This is an optimization exercise on Yosys and OpenROAD, whose aim is small area and a short achievable clock period, not a production implementation. In this exercise RTL edits were held to simulation tests only and were not proved equivalent to the original. Power figures rest on the tool's default switching activity, not on a simulated workload.

== exp/amber ==
// vdma_lsram_fwft_fifo
module vdma_lsram_fwft_fifo #(
  parameter int DATA_WIDTH    = 32,
  parameter int ADDR_WIDTH    = 7,
  parameter int AFULL_THRESH  = 2**ADDR_WIDTH - 4,
  parameter int AEMPTY_THRESH = 4
) (
  input  logic                  CLK,
  input  logic                  RESET,
  input  logic                  FLUSH,
  input  logic                  W_EN,
  input  logic [DATA_WIDTH-1:0] W_DATA,
  input  logic                  R_EN,
  output logic [DATA_WIDTH-1:0] R_DATA,
  output logic                  FULL,
  output logic                  EMPTY,
  output logic                  AFULL,
  output logic                  AEMPTY,
  output logic [ADDR_WIDTH:0]   LEVEL,
  output logic                  OVERFLOW,
  output logic                  UNDERFLOW
);
  localparam int               DEPTH    = 1 << ADDR_WIDTH;
  localparam int               LVL_W    = ADDR_WIDTH + 1;
  localparam logic [LVL_W-1:0] AFULL_L  = LVL_W'(AFULL_THRESH);
  localparam logic [LVL_W-1:0] AEMPTY_L = LVL_W'(AEMPTY_THRESH);
  logic [LVL_W-1:0]      level_q;
  logic                  valid_q, afull_q, aempty_q, ovf_q, ufl_q;
  logic                  full, push, pop, stored, refill, rd_load;
  logic [LVL_W-1:0]      level_d, level_nxt;
  logic                  afull_d, aempty_d;
  assign full    = level_q[ADDR_WIDTH];
  assign push    = W_EN & ~full;
  assign pop     = R_EN & valid_q;
  assign stored  = (level_q[LVL_W-1:1] != '0) | (level_q[0] & ~valid_q);
  assign refill  = stored & (~valid_q | R_EN);
  assign rd_load = ~valid_q | R_EN;
  always_comb begin
    level_d  = level_q;
    afull_d  = afull_q;
    aempty_d = aempty_q;
  ...
For scale: ~6400 cells after synthesis, roughly 4200 flip-flops, about 140000 µm² of cells after synthesis.
clock: 4.5 ns
lec_check: 0
cap_margin: 20
core_margin: 2
core_utilization: 60
cts_cluster_diameter: 100
cts_cluster_size: 30
setup_slack_margin: 1.8
slew_margin: 20
synth_hierarchical: 1
run.sh (not shown) runs the stock make flow with config.mk's settings and CLKGATE_MAP_FILE= SYNTH_SCRIPT=/design/flow/synth_recipe.tcl, a recipe that flattens the netlist after the stock synthesis.
Every stage of the flow completed for exp/amber, and the final layout passed the timing, design-rule and antenna checks.
Input-level comparison between exp/garnet and exp/amber:
Settings: a change of SETUP_SLACK_MARGIN from 1.8 to 2.0; a change of CORE_UTILIZATION from 60 to 65.
Findings:
exp/garnet — final critical delay including setup and external delays 0.018 ns lower, exp/amber as reference
exp/garnet vs exp/amber — power after layout climbed slightly
[compare] base=exp/amber new=exp/garnet: met1 track utilization from global routing went up, total net switching power did not really move, wire length went down.
Delta (exp/garnet minus exp/amber): horizontal die dimension now smaller, total number of multi-input combinational cells comparable.
Modified inputs, exp/fjord compared to exp/garnet
Settings: a change of SETUP_SLACK_MARGIN from 2.0 to 1.8; an added PLACE_DENSITY of 0.72; a change of CORE_UTILIZATION from 65 to 60.
==> comparison <==
For the total via count after detailed routing, exp/fjord came in 711 lower than exp/garnet did. Post-layout worst setup margin for exp/fjord is lower than for exp/garnet. Between exp/fjord and exp/garnet, the number of clock sinks figures differ only marginally. exp/fjord against exp/garnet; number of placed instances, taps included is up slightly. On number of signal-net buffers in the layout, the higher figure sits with exp/garnet, not exp/fjord.


Starting RTL as in the previous note.
==> flow/config.mk <==
export PLATFORM = sky130hd
export DESIGN_NAME = vdma_lsram_fwft_fifo
export DESIGN_NICKNAME = vdma_lsram_fwft_fifo
export VERILOG_FILES = /design/flow/design.v
export SDC_FILE = /design/flow/constraint.sdc
export NUM_CORES = 4
export LEC_CHECK = 0
export CAP_MARGIN = 20
export CORE_MARGIN = 2
export CORE_UTILIZATION = 60
export CTS_CLUSTER_DIAMETER = 100
export CTS_CLUSTER_SIZE = 30
export SETUP_SLACK_MARGIN = 2.0
export SLEW_MARGIN = 20
export SYNTH_HIERARCHICAL = 1
==> flow/constraint.sdc <==
create_clock -name core_clock -period 4.5 [get_ports {CLK}]
set_input_delay 0.9000 -clock core_clock [delete_from_list [all_inputs] [get_ports {CLK}]]
set_output_delay 0.9000 -clock core_clock [all_outputs]
set_load 0.01 [all_outputs]
Rerun with:
--- a/flow/config.mk
+++ b/flow/config.mk
@@ -12,2 +12,3 @@
 export CTS_CLUSTER_SIZE = 30
+export PLACE_DENSITY = 0.72
 export SETUP_SLACK_MARGIN = 2.0
Effect: Maximum frequency rose by 0.84%; worst setup slack gets better by 0.022 ns; clock-buffer cell count drops by 21; non-clock buffer count fell by 90; utilization is lower by 0.36 points; total power falls by 1.0%; routed wire length shrinks by about 7%; final cell count decreases by about 1%; flip-flop and latch count does not change.

re-timing with driven ports:
No port has a modelled driver above. Below, the same layouts with a new extraction and two added sets of constraints. Step 1 sets driving cells, clkbuf_16 on the clock port and buf_2 on the other inputs (assumed; they add their load-dependent delay and slew). Step 2 adds t to the input delays and takes it off the output delays; t is the mean of the earliest and latest rising clock arrival at the registers after step 1. Input paths then give back, and output paths get back, about the clock's delay inside the block. Three values: no drivers, after step 1, after step 2; two values: the first two.
run	t (ns)	setup WS [ns]	worst hold slack (ns)	latest minus earliest clock arrival (ns)
exp/amber	0.956	1.683 / 1.683 / 0.892	0.440 / 0.440 / 0.440	0.044 / 0.044
exp/garnet	0.942	1.701 / 1.701 / 0.964	0.443 / 0.443 / 0.443	0.041 / 0.041
exp/fjord	0.969	1.684 / 1.624 / 0.655	0.427 / 0.427 / 0.427	0.055 / 0.054
the first run of note 2	0.955	1.812 / 1.794 / 1.041	0.437 / 0.437 / 0.437	0.045 / 0.046
the second run of note 2	0.966	1.834 / 1.755 / 0.940	0.442 / 0.442 / 0.442	0.042 / 0.042
After both steps setup and hold are still met in every run listed. The setup slack of exp/fjord, which loses most, moves by -0.060 ns with the drivers and by -1.029 ns with both steps.
